This is an optimization exercise on Yosys and OpenROAD, whose aim is small area, not a production implementation.
Function was checked by simulation only, so behaviour that the tests miss may differ from the original.
Power and IR drop assume default switching activity.

### flow/constraint.sdc
create_clock -name core_clock -period 4.0 [get_ports {clk}]
set_input_delay 0.8000 -clock core_clock [delete_from_list [all_inputs] [get_ports {clk}]]
set_output_delay 0.8000 -clock core_clock [all_outputs]
set_load 0.01 [all_outputs]
### flow/design.v
package auc_pkg;
  localparam int AUC_WIDTH = 256;
  localparam int AUC_BUS   = 32;
  localparam int AUC_DEPTH = 4;
  localparam int AUC_BEATS = AUC_WIDTH / AUC_BUS;
  localparam logic [2:0] MODE_RAND = 3'b000;
  localparam logic [2:0] MODE_INVS = 3'b001;
  localparam logic [2:0] MODE_R    = 3'b010;
  localparam logic [2:0] MODE_S    = 3'b011;
  localparam logic [2:0] MODE_MMUL = 3'b101;
  typedef struct packed {
    logic       legal;
    logic [2:0] n;
  } opcnt_t;
  typedef enum logic [1:0] {
    ST_LOAD = 2'd0,
    ST_SEND = 2'd1,
    ST_HOLD = 2'd2
  } ldr_state_t;
  function automatic opcnt_t auc_opcnt(input logic [2:0] mode);
    opcnt_t r;
    r.legal = 1'b1;
    r.n     = 3'd0;
    case (mode)
      MODE_RAND: r.n = 3'd0;
      MODE_INVS: r.n = 3'd0;
      MODE_R:    r.n = 3'd0;
      MODE_S:    r.n = 3'd2;
      MODE_MMUL: r.n = 3'd4;
      default:   r.legal = 1'b0;
    endcase
    auc_opcnt = r;
  endfunction
endpackage
module auc_wbuf
#(
  parameter int WIDTH = auc_pkg::AUC_WIDTH,
  parameter int BUS   = auc_pkg::AUC_BUS,
  parameter int DEPTH = auc_pkg::AUC_DEPTH
) (
  input  logic                          clk,
  input  logic                          rst,
  input  logic                          beat_en,
  input  logic [BUS-1:0]                beat_dat,
  input  logic                          clr,
  input  logic [$clog2(DEPTH)-1:0]      rd_idx,
  output logic [WIDTH-1:0]              rd_dat,
  output logic [$clog2(WIDTH/BUS)-1:0]  bcnt,
  output logic [$clog2(DEPTH+1)-1:0]    wcnt
);
  localparam int BW = $clog2(WIDTH / BUS);
  localparam int WW = $clog2(DEPTH + 1);
  localparam int IW = $clog2(DEPTH);
  localparam logic [BW-1:0] BLAST = BW'(WIDTH / BUS - 1);
  logic [WIDTH-1:0] asm_q, asm_d;
  logic [BW-1:0]    bcnt_q, bcnt_d;
  logic [WW-1:0]    wcnt_q, wcnt_d;
  logic [WIDTH-1:0] buf_q [DEPTH];
  logic [WIDTH-1:0] word;
  logic             wr_en;
  always_comb begin
    asm_d  = asm_q;
    bcnt_d = bcnt_q;
    wcnt_d = wcnt_q;
    word   = {beat_dat, asm_q[WIDTH-1:BUS]};
    wr_en  = beat_en && !clr && (bcnt_q == BLAST);
    if (clr) begin
      bcnt_d = '0;
      wcnt_d = '0;
    end else if (beat_en) begin
      asm_d  = word;
      bcnt_d = bcnt_q + BW'(1);
      if (wr_en) wcnt_d = wcnt_q + WW'(1);
    end
  end
  always_ff @(posedge clk or negedge rst) begin
    if (!rst) begin
      asm_q  <= '0;
      bcnt_q <= '0;
      wcnt_q <= '0;
    end else begin
      asm_q  <= asm_d;
      bcnt_q <= bcnt_d;
      wcnt_q <= wcnt_d;
    end
  end
  always_ff @(posedge clk or negedge rst) begin
    if (!rst) begin
      for (int i = 0; i < DEPTH; i++) buf_q[i] <= '0;
    end else if (wr_en) begin
      buf_q[wcnt_q[IW-1:0]] <= word;
    end
  end
  assign rd_dat = buf_q[rd_idx];
  assign bcnt   = bcnt_q;
  assign wcnt   = wcnt_q;
endmodule
module auc_loader
#(
  parameter int WIDTH = auc_pkg::AUC_WIDTH,
  parameter int BUS   = auc_pkg::AUC_BUS,
  parameter int DEPTH = auc_pkg::AUC_DEPTH
) (
  input  logic             clk,
  input  logic             rst,
  input  logic             host_wr,
  input  logic [BUS-1:0]   host_wdat,
  output logic             host_rdy,
  input  logic             host_cmd_vld,
  input  logic [2:0]       host_cmd_mode,
  output logic             host_cmd_rdy,
  input  logic             core_busy,
  output logic [WIDTH-1:0] auc_dat,
  output logic             auc_start,
  output logic [2:0]       auc_mode,
  output logic             ldr_busy,
  output logic             ldr_err
);
  localparam int BW = $clog2(WIDTH / BUS);
  localparam int WW = $clog2(DEPTH + 1);
  localparam int IW = $clog2(DEPTH);
  auc_pkg::ldr_state_t       state_q, state_d;
  logic [IW-1:0]    kcnt_q, kcnt_d;
  logic             hold_q, hold_d;
  logic [2:0]       mode_q, mode_d;
  logic             err_q, err_d;
  logic [WIDTH-1:0] dat_q, dat_d;
  logic [BW-1:0]    bcnt;
  logic [WW-1:0]    wcnt;
  logic [IW-1:0]    rd_idx;
  logic [WIDTH-1:0] rd_dat;
  logic             beat_en;
  logic             clr;
  logic             cmd_fire;
  logic             cmd_ok;
  auc_pkg::opcnt_t           op_cmd;
  auc_pkg::opcnt_t           op_cur;
  logic [2:0]       last3;
  logic [IW-1:0]    klast;
  assign host_rdy     = (state_q == auc_pkg::ST_LOAD) &&
                        (wcnt < WW'(DEPTH)) && !host_cmd_vld;
  assign host_cmd_rdy = (state_q == auc_pkg::ST_LOAD) &&
                        (bcnt == '0) && !core_busy;
  assign beat_en  = host_wr && host_rdy;
  assign cmd_fire = host_cmd_vld && host_cmd_rdy;
  assign op_cmd = auc_pkg::auc_opcnt(host_cmd_mode);
  assign cmd_ok = op_cmd.legal && (wcnt == WW'(op_cmd.n));
  assign op_cur = auc_pkg::auc_opcnt(mode_q);
  assign last3  = (op_cur.legal && op_cur.n != 3'd0) ?
                  op_cur.n - 3'd1 : 3'd0;
  assign klast  = IW'(last3);
  auc_wbuf #(
    .WIDTH (WIDTH),
    .BUS   (BUS),
    .DEPTH (DEPTH)
  ) u_wbuf (
    .clk      (clk),
    .rst      (rst),
    .beat_en  (beat_en),
    .beat_dat (host_wdat),
    .clr      (clr),
    .rd_idx   (rd_idx),
    .rd_dat   (rd_dat),
    .bcnt     (bcnt),
    .wcnt     (wcnt)
  );
  always_comb begin
    state_d = state_q;
    kcnt_d  = kcnt_q;
    hold_d  = hold_q;
    mode_d  = mode_q;
    err_d   = err_q;
    dat_d   = dat_q;
    clr     = 1'b0;
    rd_idx  = kcnt_q + IW'(1);
    unique case (state_q)
      auc_pkg::ST_LOAD: begin
        rd_idx = '0;
        if (cmd_fire) begin
          if (cmd_ok) begin
            state_d = auc_pkg::ST_SEND;
            mode_d  = host_cmd_mode;
            err_d   = 1'b0;
            kcnt_d  = '0;
            dat_d   = (op_cmd.n == 3'd0) ? '0 : rd_dat;
          end else begin
            err_d = 1'b1;
            clr   = 1'b1;
          end
        end
      end
      auc_pkg::ST_SEND: begin
        if (kcnt_q == klast) begin
          state_d = auc_pkg::ST_HOLD;
          hold_d  = 1'b0;
        end else begin
          kcnt_d = kcnt_q + IW'(1);
          dat_d  = rd_dat;
        end
      end
      auc_pkg::ST_HOLD: begin
        if (hold_q) begin
          state_d = auc_pkg::ST_LOAD;
          clr     = 1'b1;
        end else begin
          hold_d = 1'b1;
        end
      end
      default: state_d = auc_pkg::ST_LOAD;
    endcase
  end
  always_ff @(posedge clk or negedge rst) begin
    if (!rst) begin
      state_q <= auc_pkg::ST_LOAD;
      kcnt_q  <= '0;
      hold_q  <= 1'b0;
      mode_q  <= 3'b000;
      err_q   <= 1'b0;
      dat_q   <= '0;
    end else begin
      state_q <= state_d;
      kcnt_q  <= kcnt_d;
      hold_q  <= hold_d;
      mode_q  <= mode_d;
      err_q   <= err_d;
      dat_q   <= dat_d;
    end
  end
  assign auc_start = (state_q == auc_pkg::ST_SEND);
  assign ldr_busy  = (state_q != auc_pkg::ST_LOAD);
  assign auc_dat   = dat_q;
  assign auc_mode  = mode_q;
  assign ldr_err   = err_q;
endmodule
### flow/config.mk
export PLATFORM = sky130hd
export DESIGN_NAME = auc_loader
export DESIGN_NICKNAME = auc_loader
export VERILOG_FILES = /design/flow/design.v
export SDC_FILE = /design/flow/constraint.sdc
export NUM_CORES = 4
export LEC_CHECK = 0
export CAP_MARGIN = 20
export CORE_MARGIN = 2
export CORE_UTILIZATION = 40
export SLEW_MARGIN = 20
### flow/run.sh
#!/bin/bash
# synth_recipe.tcl (not shown) runs the flow's synth.tcl, then flattens the netlist and writes it again
# the make line also repeats each setting of config.mk as NAME=value (left out here)
make -C /OpenROAD-flow-scripts/flow DESIGN_CONFIG=/design/flow/config.mk WORK_HOME=/design/flow/orfs CLKGATE_MAP_FILE= SYNTH_SCRIPT=/design/flow/synth_recipe.tcl finish
==> run summary <==
- The max-capacitance violation count is 0.
- The number of antenna violations at the first check in global routing is 3.
- Clock tree synthesis found a total of 1,519 sinks.
- The post-cts sizing count is 0.
- The CTS buffer count is 163.
- Combinational logic is responsible for 25.4% of the overall power.
- The required time of the critical path is 3200 ps.
- Once the floorplan was initialized, standard cells occupied 40.4% of the core.
- The count of cells along the worst hold path is 1.
- The via count of the first global-routing pass came to 42,400.
- Measured on the finished design, the core utilization comes to 47.1%.
- Synthesis inferred 1,519 register bits.
- The number of buffers and inverters on the critical path is 2.
- The class of the tightest hold or removal check is reg2reg.
- Yosys printed 3 warnings.
- The mux cell area share after synthesis is 26.7%.
- After synthesis, the largest area contributor takes up 58.5% of total cell area.
- The run finished with no timing, DRC or antenna violations.
- The clock network is responsible for 31.2% of the overall power.
- In the final layout, the share of cells above drive strength 1 is 18.3%.
- In this run the critical register-to-register path is captured at u_wbuf.buf_q[1][67].
- The core region area is 161,000 sq um.
- The power per cell area is 653 nW/um^2.
- Routability-driven placement finished with a final weighted congestion of 0.772.
- The number of placement rows is 147.
- The number of hold-slack violations in the final timing report came to 0.
- For this run, the slowest stage of the critical path takes 620 ps.
- The commonest cells after synthesis are dfrtp_1, mux2_1, nand2_1.
- The worst slack after detailed placement is 466 ps.
- The buffer levels on the longest clock path is 3.
- Clock-pin slew was measured on the worst setup and hold paths at 60 ps.
- In this run the cell area of the synthesized design comes to 65,000 sq um.
- The worst-case IR drop observed on VDD is 727 uV.
- The shortest period the worst path allows is 3730 ps.
- The depth of the CTS H-tree is 4.
- Once layout is complete, the cells apart from fillers number 7,466.
- The total cell area at the placement stage is 70,200 sq um.
- In this run the static leakage power is 38.1 nW.
- STA classifies the critical path startpoint as a flop.
- The CTS tree is done.
- Global routing used 21.5% of the available tracks.
- Synthesis produced a netlist with a net count of 4,985.
- The kind of cell with the highest combined delay along the critical path is buffers and inverters.
- Port buffering added 303 buffers.
- The post-synthesis async set-or-reset flop share is 100%.
- The fraction of the yosys area taken by sequential cells is 58.5%.
- The internal power of the cells is 32.3 mW.
- The number of different library cells in the post-synthesis netlist is 36.
- The critical hold path startpoint is u_wbuf.buf_q[3][166].
- The die is 407 microns tall.
- Net switching is 34.8% of the power.
- In this run the horizontal extent of the chip is 407 microns.
- The die area is 166,000 sq um.
- The signal on the critical path passes through nor2_2, inv_8, nor3_1, clkdlybuf4s50_1.
- The first detailed-routing pass took 5 iterations.
- The detail-routed via count per cell is 5.44.
- The register-to-register setup slack is 680 ps.
- Summing over every cut layer, the via total after detailed routing is 40,600.
- Counting tap cells, the placed design contains a total of 7,160 instances.
- The dominant combinational cell family by area after synthesis is multiplexers.
- The detailed router finished its first iteration with 2,435 violations.
- The net switching power figure is 17.2 mW.
- In the post-synthesis netlist, the cell with the most instances is dfrtp_1.
- The remaining design rule violation count is 0.
- The highest clock frequency the design can meet is 268 MHz.
- The placed wire-length estimate is 106 mm.
- The worst-case setup margin in the final layout is 266 ps.
- The number of cells traversed by the worst register-to-register path is 8.
- The total detailed-routing wirelength is 177 mm.
- The synthesized netlist devotes 5.72% of its cell area to simple gates.
- The largest individual stage delay along the critical path comes from the cell clkdlybuf4s50_1.
- The later pin in the worst-skew pair is clocked with a latency of 810 ps.
- The path with the worst hold slack has its endpoint at u_wbuf.buf_q[3][166].
- The fraction of the mapped netlist area in compound gates is 5.62%.
- After layout, the design draws a total of 49.5 mW.
- For the worst setup path, the data arrival time is 2930 ps.
- Along the worst path, the maximum fanout reaches 40.
- The first-pass GRT wire length is 272 mm.
- Setup repair after global routing left no endpoint under its margin.
- The worst register-to-register path begins at state_q[1].
- Compared with the post-synthesis result, the final layout area differs by 16.6%.
- Setup violations remaining at the end of the flow were counted as 0.
- The worst setup path is captured at an output pin.
- Dividing the detail-routed wire length by the instance count gives 23.7 microns.
- The path type of the worst setup path is reg2out.
- After Yosys synthesis, full adders, half adders and majority gates account for 0.135% of the synthesized area.
- Yosys mapped a number of flops with a built-in enable equal to 0.
- The detail route stage leaves a number of antenna-violating nets equal to 0.
- For this design the top-level I/O count stands at 304.
- The final max-slew violation count is 0.
- Sequential cells account for 43.3% of the total power.
- The final layout contains 5,213 nets.
- After routing the design area is 75,800 sq um.
- The final setup TNS is 0 ps.
- The filler cell count is 14,200.
- Across all hold checks on the routed design, the worst slack comes to 484 ps.
- The post-route clock skew is 40.2 ps.
- Entering global routing, the biggest net connects 129 pins.
- At the pin with the least slew margin, the transition time is 1040 ps.
- The relative slew slack is 30.5%.
- The largest area contributor in the synthesized netlist is dfrtp_1.
- The synthesized area per cell is 13.2 sq um.
- After layout, the worst path uses 93.4% of the clock period.
- In this run the post-CTS setup repair buffer count came out at 0.
- The xor/xnor cell area share of the yosys netlist is 0.0270%.
- The buffer type at the clock tree root is clkbuf_16.
- The cell count after synthesis is 4,938.
- Summed over all layers, the global routing overflow is 0.
- In the post-synthesis netlist, the biggest area contributors are dfrtp_1, mux2_1, mux2_2.
- The main flop type after synthesis is dfrtp_1.
==> cell families (layout without fill, tap and decap cells) <==
logic type	count (synthesis)	count (layout)
simple gates	965	965
other cells	0	4
compound gates	534	534
fa+ha+maj	7	7
buf+inv	372	736
xor+xnor	2	2
mux	1539	1539
flops	1519	1519
==> timing repair <==
item / CTS / global route
hold buffers: 1 / 0
endpoints found under the hold margin: 4 / 0
setup endpoints to repair: 0 / 0
==> metal layers <==
metal  routed length (microns)  vias to the layer above  share of wire [%]  GRT usage, %
met1                     82000                    21500                 46          30.5
met4                      4000                        4                2.3          6.03
met3                      7440                      242                4.2          3.21
met5                        30                        -              0.017             0
met2                     83100                      854                 47          34.2
li1                          -                    18000                  -             -
==> cell usage in the layout (no fill, tap or decap), types with 3 or more instances in the layout <==
cell type | Yosys | routed
dfrtp_1 | 1519 | 1517
mux2_1 | 967 | 967
nand2_1 | 686 | 685
mux2_2 | 572 | 572
clkdlybuf4s50_1 | 0 | 302
nor2_1 | 258 | 258
a211oi_1 | 257 | 257
o22ai_1 | 257 | 257
clkbuf_16 | 0 | 166
buf_4 | 20 | 72
buf_12 | 0 | 48
clkbuf_8 | 0 | 44
clkbuf_1 | 203 | 41
clkinv_2 | 0 | 25
inv_1 | 10 | 10
bufinv_16 | 0 | 8
ha_1 | 7 | 7
a21oi_1 | 8 | 6
o21ai_0 | 6 | 6
inv_6 | 0 | 5
diode_2 | 0 | 4
nand2_8 | 0 | 4
inv_16 | 0 | 4
clkinv_8 | 0 | 3
==> worst max-delay path by stage <==
stage / slack (ps) / endpoint / from / cells after the start
6_report: 270 / host_rdy / state_q[1] / 4
3_5_place_dp: 470 / u_wbuf.buf_q[1][67] / host_cmd_vld / 7
2_1_floorplan: 1540 / dat_q[237] / host_cmd_mode[2] / 7
5_1_grt: 70 / host_rdy / state_q[1] / 4
3_3_place_gp: 490 / u_wbuf.buf_q[1][104] / host_cmd_vld / 7
4_1_cts: 200 / host_rdy / state_q[1] / 4
==> sequential cells by signal (all words and copies together) (netlist names) <==
name	cells
dat_q	256
err_q	1
hold_q	1
kcnt_q	2
mode_q	3
state_q	2
u_wbuf.asm_q	224
u_wbuf.bcnt_q	3
u_wbuf.buf_q	1024
u_wbuf.wcnt_q	3
==> cell type report <==
type,count,area [sq um],area share [%]
flip-flops and latches,1519,38000,50.2
multi-input cells,3047,24900,32.9
clock buffers,251,4910,6.48
repair buffers,424,4560,6.02
well taps,2160,2700,3.57
clock inverters,50,622,0.821
inverters,11,48.8,0.0644
diodes,4,10.0,0.0132
==> power groups by stage <==
stage | clock network, mW | registers (mW) | logic (mW)
after global routing | 16.5 | 21.9 | 13.7
after floorplan | 0 | 20.4 | 6.56
after detailed placement | 0 | 21.7 | 12.7
final | 15.5 | 21.5 | 12.6
after global placement | 0 | 21.7 | 12.5
after CTS | 15.8 | 21.5 | 12.7

re-timing with driven ports:
The flow's constraints put no driver on any port. The routed layout listed below was extracted and timed again, unchanged, in two steps.
Step 1: set_driving_cell puts a clkbuf_16 on clk and a buf_2 on each other input, an assumption about the parent block.
Step 2 also shifts input and output timing later by t, the mid clock arrival at the registers, as if the neighbouring blocks saw the same clock.
Three values: ideal, step 1, step 2; two values: the first two.
shift t [ns]: 0.875
slack for setup (ns): 0.266 / 0.186 / 0.455
worst setup path after step 2: input to register
worst data-port slew with drivers (ns): 0.10
After both steps this run still meets setup and hold. The setup slack of this run moves by -0.080 ns with the drivers and by +0.189 ns with both steps.
